Background: an optimization exercise with open tools, aiming at small area, a short achievable clock period and few clock cycles per item. Do not read the settings as production practice. RTL that was checked went through simulation tests only; none was proved equivalent to the original. Function not checked in run 4: the RTL went through the layout flow alone.

==> flow/design.v (outline; a module is shown in full before it is edited, if it fits) <==
// module matrix_loader: 40 lines
// module matrix_store: 25 lines
// module dot4_8x8: 732 lines
// module dot4_18x8_acc: 1710 lines
// module mmt_top: 136 lines
module mmt_top (
	input  logic clk,
	input  logic rst_n,
	input  logic in_valid,
	input  logic in_valid2,
	input  mmt_pkg::elem_t matrix,
	input  mmt_pkg::mat_idx_t matrix_idx,
	input  mmt_pkg::mode_t mode,
	output logic out_valid,
	output mmt_pkg::acc_t out_value
);
  // ...
==> flow/run.sh <==
#!/bin/bash
# synth_recipe.tcl (not shown) runs the flow's synth.tcl, then flattens the netlist and writes it again
# the make line also repeats each setting of config.mk as NAME=value (left out here)
make -C /OpenROAD-flow-scripts/flow DESIGN_CONFIG=/design/flow/config.mk WORK_HOME=/design/flow/orfs CLKGATE_MAP_FILE= SYNTH_SCRIPT=/design/flow/synth_recipe.tcl finish
==> flow/config.mk <==
export PLATFORM = sky130hd
export DESIGN_NAME = mmt_top
export DESIGN_NICKNAME = mmt_top
export VERILOG_FILES = /design/flow/design.v
export SDC_FILE = /design/flow/constraint.sdc
export NUM_CORES = 4
export LEC_CHECK = 0
export ABC_CLOCK_PERIOD_IN_PS = 3500
export CAP_MARGIN = 20
export CORE_MARGIN = 2
export CORE_UTILIZATION = 40
export SETUP_SLACK_MARGIN = 4.3
export SLEW_MARGIN = 20
==> flow/constraint.sdc <==
create_clock -name core_clock -period 8.0 [get_ports {clk}]
set_input_delay 1.6000 -clock core_clock [delete_from_list [all_inputs] [get_ports {clk}]]
set_output_delay 1.6000 -clock core_clock [all_outputs]
set_load 0.01 [all_outputs]
==> flow_metrics.env, run 1 <==
export IMPL_status="complete, no violations"
export IMPL_synth_cells=7808
export IMPL_instances_no_fill=11516
export IMPL_crit_top_cell="fa_1"
export IMPL_largest_reg_flops=512
export IMPL_final_common_cell="nand2_1"
export IMPL_well_tap_count=3009
export IMPL_root_buffer="clkbuf_16"
export IMPL_synth_top_cells_by_count="fa_1, inv_1, nand2_1"
export IMPL_insertion_delay_ns=0.84
export IMPL_top_register="u_store.mem"
export IMPL_fill_cells=20008
export IMPL_yosysMostFrequentCell="fa_1"
export IMPL_place_congestion=0.932
export IMPL_hpwl_mm=201
export IMPL_layout_drive_gt1_share_pct=23.6
export IMPL_grt_setup_unrepaired="yes"
export IMPL_ys_ff_latch=1296
export IMPL_rows=175
export IMPL_ys_top_cells_by_area="fa_1, edfxtp_1, dfxtp_1, mux4_2, inv_1"
export IMPL_grtUsageMet3_pct=6.20
export IMPL_final_max_slew_viol_count=0
export IMPL_met1_length_mm=114
export IMPL_synth_area_mux_share_pct=7.82
export IMPL_wl_met3_mm=34.2
export IMPL_core_area_um2=228000
export IMPL_synth_enable_flop_cells=708
export IMPL_min_path_cells=0
export IMPL_seq_area_um2=33600
export IMPL_wirelength_mm=310
export IMPL_tightest_slew_ns=1.11
export IMPL_place_inst=10643
export IMPL_io_buffers=66
export IMPL_cp_required_ns=8.73
export IMPL_crit_path_top_delay_cell="fa_1"
export IMPL_grt_max_degree=97
export IMPL_grt_pass1_vias=63730
export IMPL_buffers=733
export IMPL_post_synth_xor_area_fraction_pct=0.686
Testbench counts, summed over its fixed seeds: cycles 5,196, queries 576.
==> module matrix_loader, before the edit <==
module matrix_loader (
	input  logic clk,
	input  logic rst_n,
	input  logic in_valid,
	input  logic in_valid2,
	input  mmt_pkg::elem_t matrix,
	input  mmt_pkg::mat_idx_t matrix_idx,
	input  mmt_pkg::mode_t mode,
	output logic wr_en,
	output logic [5:0] wr_addr,
	output mmt_pkg::elem_t wr_data,
	output mmt_pkg::mode_t mode_r,
	output logic [1:0] idx_ac,     
	output logic q_second          
);
	logic [5:0] load_cnt;
	logic [1:0] q_cnt;
	always_ff @(posedge clk or negedge rst_n) begin
		if (!rst_n) begin
			load_cnt <= '0;
			wr_en <= 1'b0;
			q_cnt <= 2'd0;
		end else begin
			wr_en <= in_valid;
			load_cnt <= in_valid ? load_cnt + 6'd1 : 6'd0;
			q_cnt <= (in_valid2 && q_cnt != 2'd2) ? q_cnt + 2'd1 : 2'd0;
		end
	end
	always_ff @(posedge clk) begin
		wr_addr <= load_cnt;
		wr_data <= matrix;
		if (in_valid2 && q_cnt == 2'd0) begin
			mode_r <= mode;
		end
		if (in_valid2 && q_cnt != 2'd1) begin
			idx_ac <= matrix_idx[1:0];
		end
	end
	assign q_second = in_valid2 && (q_cnt == 2'd1);
endmodule
==> module mmt_top, before the edit <==
module mmt_top (
	input  logic clk,
	input  logic rst_n,
	input  logic in_valid,
	input  logic in_valid2,
	input  mmt_pkg::elem_t matrix,
	input  mmt_pkg::mat_idx_t matrix_idx,
	input  mmt_pkg::mode_t mode,
	output logic out_valid,
	output mmt_pkg::acc_t out_value
);
	localparam int rw = 28;    
	localparam int p1 = 1;     
	localparam int p2 = 1;     
	logic wr_en;
	logic [5:0] wr_addr;
	mmt_pkg::elem_t wr_data;
	mmt_pkg::mode_t mode_r;
	logic [1:0] idx_ac;
	logic q_second;
	mmt_pkg::mat_t mat_ac;
	mmt_pkg::mat_t mat_b;
	matrix_loader u_loader (
		.clk(clk),
		.rst_n(rst_n),
		.in_valid(in_valid),
		.in_valid2(in_valid2),
		.matrix(matrix),
		.matrix_idx(matrix_idx),
		.mode(mode),
		.wr_en(wr_en),
		.wr_addr(wr_addr),
		.wr_data(wr_data),
		.mode_r(mode_r),
		.idx_ac(idx_ac),
		.q_second(q_second)
	);
	matrix_store u_store (
		.clk(clk),
		.wr_en(wr_en),
		.wr_addr(wr_addr),
		.wr_data(wr_data),
		.sel_ac(idx_ac),
		.sel_b(matrix_idx[1:0]),
		.mat_ac(mat_ac),
		.mat_b(mat_b)
	);
	localparam int n_ph = 5 + p1 + p2;
	logic [n_ph:1] ph;
	logic busy;
	logic keep;
	logic last;
	assign last = ph[n_ph];
	always_ff @(posedge clk or negedge rst_n) begin
		if (!rst_n) begin
			ph <= '0;
			busy <= 1'b0;
			keep <= 1'b0;
		end else begin
			ph <= {ph[n_ph-1:1], q_second};
			busy <= q_second || (busy && !last);
			keep <= ph[1 + p1 + p2] || ph[2 + p1 + p2] || ph[3 + p1 + p2];
		end
	end
	function automatic logic [127:0] transpose(input logic [127:0] m);
		for (int r = 0; r < 4; r++) begin
			for (int c = 0; c < 4; c++) begin
				transpose[8*(4*c+r) +: 8] = m[8*(4*r+c) +: 8];
			end
		end
	endfunction
	mmt_pkg::mat_t mat_ac_t;
	mmt_pkg::mat_t a_work;
	mmt_pkg::mat_t c_work;
	mmt_pkg::mat_t m_op;
	logic load_c;
	assign mat_ac_t = (busy ? (mode_r != 2'd3) : (mode_r == 2'd1)) ? transpose(mat_ac) : mat_ac;
	assign load_c = ph[1 + p1];
	always_ff @(posedge clk) begin
		a_work <= q_second ? mat_ac_t : {a_work[127:96], a_work[127:32]};
		c_work <= load_c ? mat_ac_t : {c_work[127:96], c_work[127:32]};
	end
	always_ff @(posedge clk) begin
		if (q_second) begin
			m_op <= (mode_r == 2'd2) ? transpose(mat_b) : mat_b;
		end
	end
	logic [17:0] u [0:3];
	logic [17:0] u_r [0:3];
	for (genvar j = 0; j < 4; j++) begin : g_s1
		dot4_8x8 u_dot (
			.clk(clk),
			.x0(a_work[7:0]),
			.x1(a_work[15:8]),
			.x2(a_work[23:16]),
			.x3(a_work[31:24]),
			.m0(m_op[8*(0+j) +: 8]),
			.m1(m_op[8*(4+j) +: 8]),
			.m2(m_op[8*(8+j) +: 8]),
			.m3(m_op[8*(12+j) +: 8]),
			.u(u[j])
		);
	end
	always_ff @(posedge clk) begin
		for (int j = 0; j < 4; j++) begin
			u_r[j] <= u[j];
		end
	end
	logic [rw-1:0] acc;
	logic [rw-1:0] r;
	dot4_18x8_acc u_s2 (
		.clk(clk),
		.u0(u_r[0]),
		.u1(u_r[1]),
		.u2(u_r[2]),
		.u3(u_r[3]),
		.y0(c_work[7:0]),
		.y1(c_work[15:8]),
		.y2(c_work[23:16]),
		.y3(c_work[31:24]),
		.acc(acc),
		.r(r)
	);
	always_ff @(posedge clk) begin
		acc <= keep ? r : '0;
	end
	always_ff @(posedge clk or negedge rst_n) begin
		if (!rst_n) begin
			out_valid <= 1'b0;
			out_value <= '0;
		end else begin
			out_valid <= last;
			out_value <= last ? {{(50 - rw){r[rw-1]}}, r} : '0;
		end
	end
endmodule
==> inputs of run 2 (changes only) <==
--- a/flow/design.v
+++ b/flow/design.v
@@ -22,6 +22,7 @@
 	output mmt_pkg::elem_t wr_data,
 	output mmt_pkg::mode_t mode_r,
 	output logic [1:0] idx_ac,     
+	output logic [1:0] idx_b,      
 	output logic q_second          
 );
 	logic [5:0] load_cnt;
@@ -46,6 +47,9 @@
 		if (in_valid2 && q_cnt != 2'd1) begin
 			idx_ac <= matrix_idx[1:0];
 		end
+		if (in_valid2 && q_cnt == 2'd1) begin
+			idx_b <= matrix_idx[1:0];
+		end
 	end
 	assign q_second = in_valid2 && (q_cnt == 2'd1);
 endmodule
@@ -2543,6 +2547,7 @@
 	mmt_pkg::elem_t wr_data;
 	mmt_pkg::mode_t mode_r;
 	logic [1:0] idx_ac;
+	logic [1:0] idx_b;
 	logic q_second;
 	mmt_pkg::mat_t mat_ac;
 	mmt_pkg::mat_t mat_b;
@@ -2559,6 +2564,7 @@
 		.wr_data(wr_data),
 		.mode_r(mode_r),
 		.idx_ac(idx_ac),
+		.idx_b(idx_b),
 		.q_second(q_second)
 	);
 	matrix_store u_store (
@@ -2567,7 +2573,7 @@
 		.wr_addr(wr_addr),
 		.wr_data(wr_data),
 		.sel_ac(idx_ac),
-		.sel_b(matrix_idx[1:0]),
+		.sel_b(q_second ? matrix_idx[1:0] : idx_b),
 		.mat_ac(mat_ac),
 		.mat_b(mat_b)
 	);
@@ -2597,20 +2603,27 @@
 	endfunction
 	mmt_pkg::mat_t mat_ac_t;
 	mmt_pkg::mat_t a_work;
-	mmt_pkg::mat_t c_work;
 	mmt_pkg::mat_t m_op;
-	logic load_c;
+	logic [31:0] y_next;
+	logic [31:0] y_op;
 	assign mat_ac_t = (busy ? (mode_r != 2'd3) : (mode_r == 2'd1)) ? transpose(mat_ac) : mat_ac;
-	assign load_c = ph[1 + p1];
 	always_ff @(posedge clk) begin
 		a_work <= q_second ? mat_ac_t : {a_work[127:96], a_work[127:32]};
-		c_work <= load_c ? mat_ac_t : {c_work[127:96], c_work[127:32]};
 	end
-	always_ff @(posedge clk) begin
-		if (q_second) begin
-			m_op <= (mode_r == 2'd2) ? transpose(mat_b) : mat_b;
+	always_comb begin
+		y_next = '0;
+		for (int t = 0; t < 4; t++) begin
+			if (ph[1 + p1 + t]) begin
+				y_next = y_next | mat_ac_t[32*t +: 32];
+			end
 		end
 	end
+	always_ff @(posedge clk) begin
+		y_op <= y_next;
+	end
+	always_ff @(posedge clk) begin
+		m_op <= (mode_r == 2'd2) ? transpose(mat_b) : mat_b;
+	end
 	logic [17:0] u [0:3];
 	logic [17:0] u_r [0:3];
 	for (genvar j = 0; j < 4; j++) begin : g_s1
@@ -2640,10 +2653,10 @@
 		.u1(u_r[1]),
 		.u2(u_r[2]),
 		.u3(u_r[3]),
-		.y0(c_work[7:0]),
-		.y1(c_work[15:8]),
-		.y2(c_work[23:16]),
-		.y3(c_work[31:24]),
+		.y0(y_op[7:0]),
+		.y1(y_op[15:8]),
+		.y2(y_op[23:16]),
+		.y3(y_op[31:24]),
 		.acc(acc),
 		.r(r)
 	);
--- a/flow/config.mk
+++ b/flow/config.mk
@@ -5,7 +5,6 @@
 export SDC_FILE = /design/flow/constraint.sdc
 export NUM_CORES = 4
 export LEC_CHECK = 0
-export ABC_CLOCK_PERIOD_IN_PS = 3500
 export CAP_MARGIN = 20
 export CORE_MARGIN = 2
 export CORE_UTILIZATION = 40
==> run 2 against run 1 <==
Count of clock-buffer cells in the layout shrank 14; area after synthesis is 3.9% lower; maximum frequency grew 1.2%; wire length fell by 0.79%.
==> flow_metrics.env, run 2 <==
export IMPL_status="complete, no violations"
export IMPL_max_cap_violations=0
export IMPL_clockBufferDepth=3
export IMPL_cp_required_ns=8.66
export IMPL_setup_violations=0
export IMPL_wirelength_mm=308
export IMPL_io_buffers=66
export IMPL_grt_pass1_wl_mm=427
export IMPL_wl_per_cell_um=28.1
export IMPL_synth_top_cells_by_count="nand2_1, fa_1, inv_1"
export IMPL_fp_dieH_um=474
export IMPL_crit_path_top_delay_cell="fa_2"
export IMPL_drt_antenna_violating_nets=0
export IMPL_netlist_area_um2=88300
export IMPL_async_reset_ff_share_pct=3.91
export IMPL_syn2layout_area_growth_pct=16.3
export IMPL_worstSetupPathType="flop to flop"
export IMPL_final_cell_mix="nand2_1, inv_1, fa_1"
export IMPL_dr_total_vias=60592
export IMPL_final_max_slew_viol_count=0
export IMPL_top_register="u_store.mem"
export IMPL_largest_reg_flops=512
export IMPL_synthesis_nets=9297
export IMPL_synth_enable_flop_cells=548
export IMPL_place_congestion=0.925
export IMPL_antenna_found_initial=29
export IMPL_io_pins=70
export IMPL_layout_drive_gt1_share_pct=21.9
export IMPL_synth_top_cell_by_area="fa_1"
export IMPL_synth_yosys_seq_area_share_pct=33.7
export IMPL_worst_path_largest_cell_delay_ns=0.54
export IMPL_fmax_ghz=0.253
export IMPL_synth_cells=7707
export IMPL_dieArea_um2=225000
export IMPL_relSlewSlack_pct=22.7
export IMPL_fin_tns_setup_ns=0
export IMPL_synth_cell_type_count=66
export IMPL_fill_cells=19686
export IMPL_cts_buffers=134
export IMPL_crit_path_max_fanout=6
export IMPL_yosysMostFrequentCell="nand2_1"
export IMPL_post_route_period_util_pct=49.4
export IMPL_grt_setup_unrepaired="yes"
export IMPL_overflow=0
export IMPL_grt_max_degree=129
export IMPL_clkTransAtPathRegs_ns=0.06
export IMPL_grt_pass1_vias=62262
export IMPL_drt_iter0_drc=7121
export IMPL_nets=9559
export IMPL_top_regs="u_store.mem: 512 flops, g_s1.u_dot.t_pipe: 156 flops"
export IMPL_timing_hold_ws_ns=0.359
export IMPL_start_util_pct=40.2
export IMPL_htreeDepth=4
export IMPL_first_pass_iters=5
export IMPL_holdBufCountCts=0
export IMPL_final_common_cell="nand2_1"
export IMPL_crit_arrival_ns=4.61
export IMPL_remaining_drc_errors=0
export IMPL_vias_per_cell=5.52
export IMPL_cp_cell_sequence="buf_12 -> buf_16 -> and2_4 -> fa_1 -> inv_1 -> fa_2 -> fa_2 -> inv_1 -> fa_2 -> inv_2 -> fa_2 -> inv_2 -> fa_2"
export IMPL_crit_top_cell="fa_2"
export IMPL_tightest_slew_ns=1.16
export IMPL_track_usage_pct=26.4
export IMPL_die_w_um=474
export IMPL_ys_warn_count=9
export IMPL_cts_sinks=1202
export IMPL_hpwl_mm=197
export IMPL_period_needed_ns=3.95
export IMPL_ys_flop_type="dfxtp_1"
export IMPL_syn_area_per_cell_um2=11.5
export IMPL_core_area_um2=220000
export IMPL_hold_viol_final=0
export IMPL_hold_class="flop to flop"
export IMPL_root_buffer="clkbuf_16"
export IMPL_finClkSkew_ns=0.0746
export IMPL_rows=172
export IMPL_cts_tree="built"
export IMPL_synth_top_area_share_pct=32.9
export IMPL_worst_setup_path_end_kind="flop"
export IMPL_ys_ff_latch=1202
export IMPL_worst_setup_path_start_kind="flop"
export IMPL_insertion_delay_ns=0.83
export IMPL_ys_top_cells_by_area="fa_1, edfxtp_1, dfxtp_1, mux4_2, nand2_1"
## run 2: worst max-delay path: cells and delay by family (launching register included)
kind                     cells  cell delay, ns
buffers and inverters        6            0.51
adder cells (fa/ha/maj)      6            2.71
flip-flops                   1            0.40
AND/OR/NAND/NOR              1            0.15
## run 2: cell families (layout without fill, tap and decap cells)
logic type,after synthesis,after routing,synth area share (%)
muxes,369,369,7.97
adders and majority gates,1571,1571,34.6
buffers and inverters,1697,2063,7.47
DFF,1202,1202,33.7
xor gates and xnor gates,75,75,0.744
and+or+nand+nor,2531,2533,13.4
AOI/OAI and AO/OA,262,262,2.04
other,0,28,0
## run 2: final cells by class
| cell class | instances | area (µm²) | share of cell area, % |
|---|---|---|---|
| inverter | 1394 | 5270 | 5.13 |
| timing repair buffer | 426 | 5660 | 5.51 |
| antenna | 28 | 70.1 | 0.0682 |
| clock inverter | 60 | 764 | 0.744 |
| sequential | 1202 | 30300 | 29.5 |
| timing repair inverter | 1 | 8.76 | 0.00853 |
| clock buffer | 182 | 3640 | 3.54 |
| multi-input combinational | 4810 | 53500 | 52.0 |
| tap | 2871 | 3590 | 3.50 |
## run 2: per-layer routing
metal	global-route usage, %	routed length, µm	share of wire [%]
met1	33.5	112000	36
met2	41.1	137000	45
met3	7.66	36800	12
met4	13.5	21300	6.9
met5	0	136	0.044
## run 2: through the flow
| stage | cell area, µm² | setup slack (ns) | utilization, % | instances |
|---|---|---|---|---|
| after floorplan | 88400 | 4.30 | - | 7707 |
| after global placement | 91900 | 2.49 | 41.9 | 10416 |
| after detailed placement | 91900 | 2.43 | 41.9 | 10416 |
| after CTS | 100000 | 4.09 | 45.6 | 10826 |
| after global routing | 103000 | 4.00 | 46.8 | 10950 |
| final | 103000 | 4.05 | 46.8 | 10974 |
## run 2: timing repair
action                                  CTS  global route
resized for setup                       621           528
gates cloned                             24            21
endpoints found under the setup margin  364           175
pin swaps                                95           247
buffers inserted                        144            99
## run 2: path summary, 6_finish.rpt
path / to / startpoint / cells after the start / slack (ns)
setup reg to reg: g_s1[0].u_dot.t_pipe[7] / a_work[16] / 13 / 4.05
min in group asynchronous: out_valid / rst_n / 2 / 0.98
setup / recovery: g_s1[0].u_dot.t_pipe[7] / a_work[16] / 13 / 4.05
max in group asynchronous: ph[5] / rst_n / 2 / 6.30
hold / removal: ph[2] / ph[1] / 0 / 0.36
hold reg to reg: ph[2] / ph[1] / 0 / 0.36
Testbench counts of run 2, summed over its fixed seeds: cycles 5,196, queries 576.
==> inputs of run 3 (changes only) <==
==> flow/flow/run.sh (new file) <==
#!/bin/bash
# Layout flow: the standard flow (standard.sh, ORFS to finish) with one
# change to synthesis: Yosys's synth runs with -noabc, which skips its quick
# ABC pass before full-adder extraction (that pass leaves an inverter between
# most of the adder cells). Registers and everything after synthesis are as
# in the standard flow. Tool output goes to flow_make.log here and to ORFS's
# own logs under orfs/logs.
set -euo pipefail
sed '1s/yosys synth -nofsm -noshare/yosys synth -nofsm -noshare -noabc/' synth_recipe.tcl > flow_synth.tcl
grep -q -- '-noabc' flow_synth.tcl
sed "s#SYNTH_SCRIPT=[^ ]*#SYNTH_SCRIPT=$PWD/flow_synth.tcl#" standard.sh > flow_standard.sh
grep -q "SYNTH_SCRIPT=$PWD/flow_synth.tcl" flow_standard.sh
bash flow_standard.sh > flow_make.log 2>&1
==> flow/standard.sh (new file) <==
#!/bin/bash
# synth_recipe.tcl (not shown) runs the flow's synth.tcl, then flattens the netlist and writes it again
# the make line also repeats each setting of config.mk as NAME=value (left out here)
make -C /OpenROAD-flow-scripts/flow DESIGN_CONFIG=/design/flow/config.mk WORK_HOME=/design/flow/orfs CLKGATE_MAP_FILE= SYNTH_SCRIPT=/design/flow/synth_recipe.tcl "${@:-finish}"
--- a/flow/config.mk
+++ b/flow/config.mk
@@ -8,5 +8,5 @@
 export CAP_MARGIN = 20
 export CORE_MARGIN = 2
 export CORE_UTILIZATION = 40
-export SETUP_SLACK_MARGIN = 4.3
+export SETUP_SLACK_MARGIN = 4.1
 export SLEW_MARGIN = 20
removed: flow/run.sh
==> run 3 against run 2 <==
First-iteration DRC count fell by 12%; area after synthesis fell by 2.7%; synthesized cell count decreased by 12%; design area is 5.3% lower; register-to-register slack better by 0.05 ns; setup slack gained 0.054 ns; via count decreased by 8.1%; count of clock-buffer cells in the layout is 1 higher; highest routed layer unchanged.
==> flow_metrics.env, run 3 <==
export IMPL_grt_setup_unrepaired="yes"
export IMPL_insertion_delay_ns=0.82
export IMPL_core_area_um2=214000
export IMPL_fin_tns_setup_ns=0
export IMPL_fp_dieH_um=468
export IMPL_crit_path_max_fanout=4
export IMPL_tightest_slew_ns=1.10
export IMPL_drt_iter0_drc=6273
export IMPL_track_usage_pct=26.1
export IMPL_worstSetupPathType="flop to flop"
export IMPL_max_cap_violations=0
export IMPL_wl_per_cell_um=29.2
export IMPL_clockBufferDepth=3
export IMPL_synth_enable_flop_cells=548
export IMPL_largest_reg_flops=512
export IMPL_relSlewSlack_pct=26.2
export IMPL_hpwl_mm=195
export IMPL_cts_sinks=1202
export IMPL_vias_per_cell=5.65
export IMPL_io_buffers=66
export IMPL_fill_cells=19271
export IMPL_path_buf_inv=4
export IMPL_first_pass_iters=6
export IMPL_hold_viol_final=0
export IMPL_timing_hold_ws_ns=0.350
export IMPL_hp_start="ph[1]"
export IMPL_synth_cell_type_count=65
export IMPL_status="complete, no violations"
export IMPL_worst_setup_path_end_kind="flop"
export IMPL_final_max_slew_viol_count=0
export IMPL_crit_arrival_ns=4.57
export IMPL_synth_yosys_seq_area_share_pct=34.7
export IMPL_dp_slack_ns=2.24
export IMPL_syn2layout_area_growth_pct=13.2
export IMPL_cp_required_ns=8.67
export IMPL_fmax_ghz=0.256
export IMPL_rows=170
export IMPL_setup_slack_ns=4.10
export IMPL_nets=8480
export IMPL_die_w_um=468
export IMPL_final_cell_mix="fa_1, and2_1, nand2_1"
export IMPL_cp_top_family="adder cells"
export IMPL_dieArea_um2=219000
export IMPL_setup_violations=0
export IMPL_dr_total_vias=55692
export IMPL_cts_tree="built"
export IMPL_cts_buffers=133
export IMPL_root_buffer="clkbuf_16"
export IMPL_worst_setup_path_start_kind="flop"
export IMPL_syn_area_per_cell_um2=12.7
export IMPL_placed_area_um2=89400
export IMPL_period_needed_ns=3.90
export IMPL_finClkSkew_ns=0.0498
export IMPL_synth_top_cell_by_area="fa_1"
export IMPL_synth_top_area_share_pct=33.8
export IMPL_synth_top_cells_by_count="fa_1, and2_1, nand2_1"
export IMPL_top_regs="u_store.mem: 512 flops, g_s1.u_dot.t_pipe: 156 flops"
export IMPL_ys_top_cells_by_area="fa_1, edfxtp_1, dfxtp_1, and2_1, mux4_2"
export IMPL_instances_no_fill=9861
export IMPL_synth_cells=6750
export IMPL_io_pins=70
export IMPL_rrSetupSlack_ns=4.10
export IMPL_wirelength_mm=288
export IMPL_grt_pass1_wl_mm=408
export IMPL_netlist_area_um2=85900
export IMPL_hold_path_end="ph[2]"
export IMPL_final_core_util_pct=45.5
export IMPL_stdcell_area_um2=97300
export IMPL_crit_top_cell="fa_1"
export IMPL_holdBufCountCts=0
export IMPL_ys_ff_latch=1202
export IMPL_start_util_pct=40.2
export IMPL_remaining_drc_errors=0
export IMPL_min_path_cells=0
export IMPL_r2r_start="a_work[19]"
export IMPL_grt_pass1_vias=59039
export IMPL_drt_antenna_violating_nets=0
export IMPL_final_common_cell="fa_1"
export IMPL_ys_flop_type="dfxtp_1"
export IMPL_ff2ff_path_depth=11
export IMPL_yosysMostFrequentCell="fa_1"
export IMPL_hold_class="flop to flop"
export IMPL_post_route_period_util_pct=48.7
export IMPL_antenna_found_initial=41
export IMPL_async_reset_ff_share_pct=3.91
export IMPL_clkTransAtPathRegs_ns=0.06
export IMPL_htreeDepth=4
export IMPL_place_inst=9428
export IMPL_overflow=0
export IMPL_ys_warn_count=9
export IMPL_worst_path_largest_cell_delay_ns=0.50
export IMPL_cp_cell_sequence="buf_4 -> buf_4 -> buf_12 -> and2_1 -> fa_1 -> inv_1 -> fa_2 -> fa_2 -> fa_1 -> fa_1 -> fa_1"
export IMPL_synthesis_nets=8342
export IMPL_place_congestion=0.902
export IMPL_layout_drive_gt1_share_pct=16.3
export IMPL_r2r_end="g_s1[3].u_dot.t_pipe[29]"
export IMPL_grt_max_degree=98
export IMPL_top_register="u_store.mem"
export IMPL_crit_path_top_delay_cell="fa_1"
-- run 3: repair_timing --
action                     in CTS  in global routing
buffers inserted               94                 53
setup endpoints to repair     288                 76
cloned                          9                  7
pin swaps                      19                 67
resized for setup             292                191
-- run 3: cell families after synthesis --
logic type / synth area share, %
muxes: 8.25
AOI/OAI and AO/OA: 2.04
DFF: 34.7
xor gates and xnor gates: 0.775
and+or+nand+nor: 15.2
adders and majority gates: 35.6
buffers and inverters: 3.49
-- run 3: per-layer routing --
metal | wire [µm] | part of all wire (%) | global-route usage (%)
met2 | 131000 | 46 | 40.6
met1 | 107000 | 37 | 33.2
met5 | 92 | 0.032 | 0
met3 | 29700 | 10 | 6.55
met4 | 20000 | 6.9 | 15.4
-- run 3: worst max-delay path by stage --
stage               startpoint                       end  slack [ns]  cells after the start
global placement     in_valid2                  m_op[96]        2.23                      7
floorplan             y_op[30]           u_s2.t_pipe[52]        4.14                     10
CTS                     acc[9]             out_value[48]        3.97                     10
finish              a_work[19]  g_s1[3].u_dot.t_pipe[29]        4.10                     11
detailed placement   in_valid2                  m_op[24]        2.24                      7
global route           acc[13]                   acc[27]        4.05                     10
-- run 3: final cells by class --
cell class	count	area, µm²	area share, %
multi-input cells	4806	53600	55.1
well taps	2838	3550	3.65
repair buffers	291	3720	3.82
inverters	454	1720	1.76
flip-flops and latches	1202	30200	31.0
clock buffers	183	3760	3.87
diodes	28	70.1	0.0720
clock inverters	59	666	0.684
==> inputs of run 4 (changes only) <==
--- a/flow/design.v
+++ b/flow/design.v
@@ -2603,23 +2603,14 @@
 	endfunction
 	mmt_pkg::mat_t mat_ac_t;
 	mmt_pkg::mat_t a_work;
+	mmt_pkg::mat_t c_work;
 	mmt_pkg::mat_t m_op;
-	logic [31:0] y_next;
-	logic [31:0] y_op;
+	logic load_c;
 	assign mat_ac_t = (busy ? (mode_r != 2'd3) : (mode_r == 2'd1)) ? transpose(mat_ac) : mat_ac;
+	assign load_c = ph[1 + p1];
 	always_ff @(posedge clk) begin
 		a_work <= q_second ? mat_ac_t : {a_work[127:96], a_work[127:32]};
-	end
-	always_comb begin
-		y_next = '0;
-		for (int t = 0; t < 4; t++) begin
-			if (ph[1 + p1 + t]) begin
-				y_next = y_next | mat_ac_t[32*t +: 32];
-			end
-		end
-	end
-	always_ff @(posedge clk) begin
-		y_op <= y_next;
+		c_work <= load_c ? mat_ac_t : {c_work[127:96], c_work[127:32]};
 	end
 	always_ff @(posedge clk) begin
 		m_op <= (mode_r == 2'd2) ? transpose(mat_b) : mat_b;
@@ -2653,10 +2644,10 @@
 		.u1(u_r[1]),
 		.u2(u_r[2]),
 		.u3(u_r[3]),
-		.y0(y_op[7:0]),
-		.y1(y_op[15:8]),
-		.y2(y_op[23:16]),
-		.y3(y_op[31:24]),
+		.y0(c_work[7:0]),
+		.y1(c_work[15:8]),
+		.y2(c_work[23:16]),
+		.y3(c_work[31:24]),
 		.acc(acc),
 		.r(r)
 	);
--- a/flow/config.mk
+++ b/flow/config.mk
@@ -8,5 +8,5 @@
 export CAP_MARGIN = 20
 export CORE_MARGIN = 2
 export CORE_UTILIZATION = 40
-export SETUP_SLACK_MARGIN = 4.1
+export SETUP_SLACK_MARGIN = 4.3
 export SLEW_MARGIN = 20
==> run 4 against run 3 <==
Maximum frequency is 1.9% lower; global-route usage increased by 0.46 points; final cell count up 4.2%; clock skew increased by 0.0079 ns; sequential share of layout area rose by 0.42 points; utilization rose by 1.7 points; non-clock buffer count is 142 higher; synthesized cell count rose by 1.9%; design area increased by 6.4%; highest routed layer unchanged.
==> flow_metrics.env, run 4 <==
export IMPL_status="complete, no violations"
export IMPL_rows=172
export IMPL_grt_setup_unrepaired="yes"
export IMPL_drt_iter0_drc=6981
export IMPL_drt_antenna_violating_nets=0
export IMPL_hold_path_end="ph[2]"
export IMPL_layout_drive_gt1_share_pct=23.6
export IMPL_overflow=0
export IMPL_grt_max_degree=94
export IMPL_io_buffers=66
export IMPL_root_buffer="clkbuf_16"
export IMPL_post_route_period_util_pct=49.7
export IMPL_fp_dieH_um=474
export IMPL_finClkSkew_ns=0.0577
export IMPL_period_needed_ns=3.98
export IMPL_worstSetupPathType="flop to flop"
export IMPL_holdBufCountCts=0
export IMPL_cp_required_ns=8.71
export IMPL_io_pins=70
export IMPL_clockBufferDepth=3
export IMPL_final_cell_mix="and2_1, fa_1, nand2_1"
export IMPL_synth_yosys_seq_area_share_pct=36.2
export IMPL_place_congestion=0.897
export IMPL_ys_flop_type="dfxtp_1"
export IMPL_max_cap_violations=0
export IMPL_hpwl_mm=196
export IMPL_cts_sinks=1298
export IMPL_hp_start="ph[1]"
export IMPL_vias_per_cell=5.66
export IMPL_syn2layout_area_growth_pct=17.1
export IMPL_min_path_cells=0
export IMPL_synth_cell_type_count=70
export IMPL_async_reset_ff_share_pct=3.62
export IMPL_largest_reg_flops=512
export IMPL_antenna_found_initial=49
export IMPL_yosysMostFrequentCell="fa_1"
export IMPL_netlist_area_um2=88400
export IMPL_r2r_start="m_op[11]"
export IMPL_first_pass_iters=7
export IMPL_die_w_um=474
export IMPL_grt_pass1_vias=60366
export IMPL_cts_tree="built"
export IMPL_hold_viol_final=0
export IMPL_synth_top_cell_by_area="fa_1"
export IMPL_dieArea_um2=225000
export IMPL_track_usage_pct=26.6
export IMPL_top_regs="u_store.mem: 512 flops, g_s1.u_dot.t_pipe: 156 flops"
export IMPL_synth_top_area_share_pct=32.9
export IMPL_tightest_slew_ns=1.13
export IMPL_synth_enable_flop_cells=580
export IMPL_ys_ff_latch=1298
export IMPL_nets=8750
export IMPL_cts_buffers=141
export IMPL_hold_class="flop to flop"
export IMPL_top_register="u_store.mem"
export IMPL_rrSetupSlack_ns=4.02
export IMPL_dr_total_vias=58106
export IMPL_wl_per_cell_um=29.8
export IMPL_ys_top_cells_by_area="fa_1, edfxtp_1, dfxtp_1, and2_1, mux4_2"
export IMPL_fin_tns_setup_ns=0
export IMPL_clkTransAtPathRegs_ns=0.06
export IMPL_r2r_end="g_s1[1].u_dot.t_pipe[12]"
export IMPL_start_util_pct=40.2
export IMPL_htreeDepth=4
export IMPL_wirelength_mm=306
export IMPL_grt_pass1_wl_mm=424
export IMPL_ff2ff_path_depth=7
export IMPL_final_common_cell="and2_1"
export IMPL_final_max_slew_viol_count=0
export IMPL_fill_cells=19154
export IMPL_insertion_delay_ns=0.83
export IMPL_synth_cells=6878
export IMPL_setup_violations=0
export IMPL_crit_path_max_fanout=8
export IMPL_remaining_drc_errors=0
export IMPL_core_area_um2=220000
export IMPL_timing_hold_ws_ns=0.361
export IMPL_fmax_ghz=0.251
export IMPL_worst_setup_path_end_kind="flop"
export IMPL_worst_setup_path_start_kind="flop"
export IMPL_syn_area_per_cell_um2=12.9
export IMPL_crit_arrival_ns=4.68
export IMPL_synth_top_cells_by_count="fa_1, and2_1, nand2_1"
export IMPL_synthesis_nets=8470
export IMPL_relSlewSlack_pct=24.5
export IMPL_ys_warn_count=9
==> run 4: kinds of logic (layout without fill, tap and decap cells) <==
logic type               count (synthesis)  after routing  share of synthesized area, %
XOR/XNOR                                73             73                         0.723
multiplexers                           396            396                          8.20
other                                    0             40                             0
adder cells (fa/ha/maj)               1573           1573                          34.6
flip-flops                            1298           1298                          36.2
AO/OA/AOI/OAI                          337            337                          2.27
AND/OR/NAND/NOR                       2454           2456                          14.6
buffers and inverters                  747           1143                          3.44
==> run 4: worst max-delay path by stage <==
stage,from,end,slack [ns],depth (start not counted)
after detailed placement,in_valid2,m_op[34],2.22,10
after CTS,a_work[28],g_s1[1].u_dot.t_pipe[12],4.12,10
after floorplan,c_work[7],u_s2.t_pipe[44],4.30,9
after global routing,m_op[11],g_s1[1].u_dot.t_pipe[12],4.04,7
final,m_op[11],g_s1[1].u_dot.t_pipe[12],4.02,7
after global placement,in_valid2,m_op[10],2.27,10
==> run 4: critical path: stages, from the launching register on <==
cell     delay (ns)
dfxtp_2        0.69
and2_1         0.23
fa_1           0.43
fa_1           0.42
fa_2           0.59
fa_2           0.46
fa_1           0.57
fa_1           0.42
==> run 4: through the flow <==
step                      utilization (%)  instance area [µm²]  setup slack, ns  std cells
final                                47.1               104000             4.02      10274
after global routing                 47.1               103000             4.04      10250
after CTS                            46.2               102000             4.12      10148
after detailed placement             41.9                92100             2.22       9672
after global placement               41.9                92100             2.27       9672
after floorplan                         -                88500             4.30       6878
==> run 4: timing repair <==
| item | 4_1_cts | 5_1_grt |
|---|---|---|
| pin swaps | 197 | 267 |
| endpoints found under the setup margin | 358 | 163 |
| gates resized for setup | 705 | 333 |
| gates cloned | 24 | 13 |
| setup buffers | 191 | 71 |
==> run 4: area by class of cell <==
cell class              count  area (µm²)  share of cell area, %
diodes                     40         100                 0.0967
clock buffers             185        3850                   3.71
clock inverters            76        1020                  0.988
inverters                 449        1710                   1.65
multi-input cells        4835       54900                   53.0
flip-flops and latches   1298       32600                   31.4
well taps                2958        3700                   3.57
repair buffers            433        5720                   5.52
==> run 4: layer usage <==
metal,routed length [µm],GRT usage (%),vias up
met1,112000,33.8,30284
met5,322,0.454,-
met4,21800,14.6,18
li1,-,-,22930
met2,138000,41.4,3814
met3,34500,7.05,1060

-- re-timing with driven ports --
How much do the figures lean on ideal ports? The routed layouts below were timed once more, with nothing changed but the port constraints. Step 1 (the two cells are an assumption about what drives the block):
set clk [get_ports {clk}]
set_driving_cell -lib_cell sky130_fd_sc_hd__clkbuf_16 $clk
set_driving_cell -lib_cell sky130_fd_sc_hd__buf_2 [delete_from_list [all_inputs] $clk]
Step 2, shift: input delay + t, output delay - t, t = (earliest + latest rising clock arrival at the registers) / 2. This alone moves slack from input paths to output paths. Slacks: no drivers / after step 1 / after step 2; pairs: no drivers / after step 1.
| run | t, ns | setup WS [ns] | hold slack, ns |
|---|---|---|---|
| run 1 | 0.889 | 4.000 / 4.000 / 3.679 | 0.354 / 0.354 / 0.354 |
| run 2 | 0.881 | 4.046 / 4.046 / 3.581 | 0.359 / 0.359 / 0.359 |
| run 3 | 0.885 | 4.101 / 4.101 / 3.293 | 0.350 / 0.350 / 0.350 |
| run 4 | 0.895 | 4.024 / 4.024 / 3.699 | 0.361 / 0.361 / 0.361 |
After both steps every run listed still meets setup and hold. The setup slack of run 3, which loses most, moves by 0.000 ns with the drivers and by -0.808 ns with both steps.
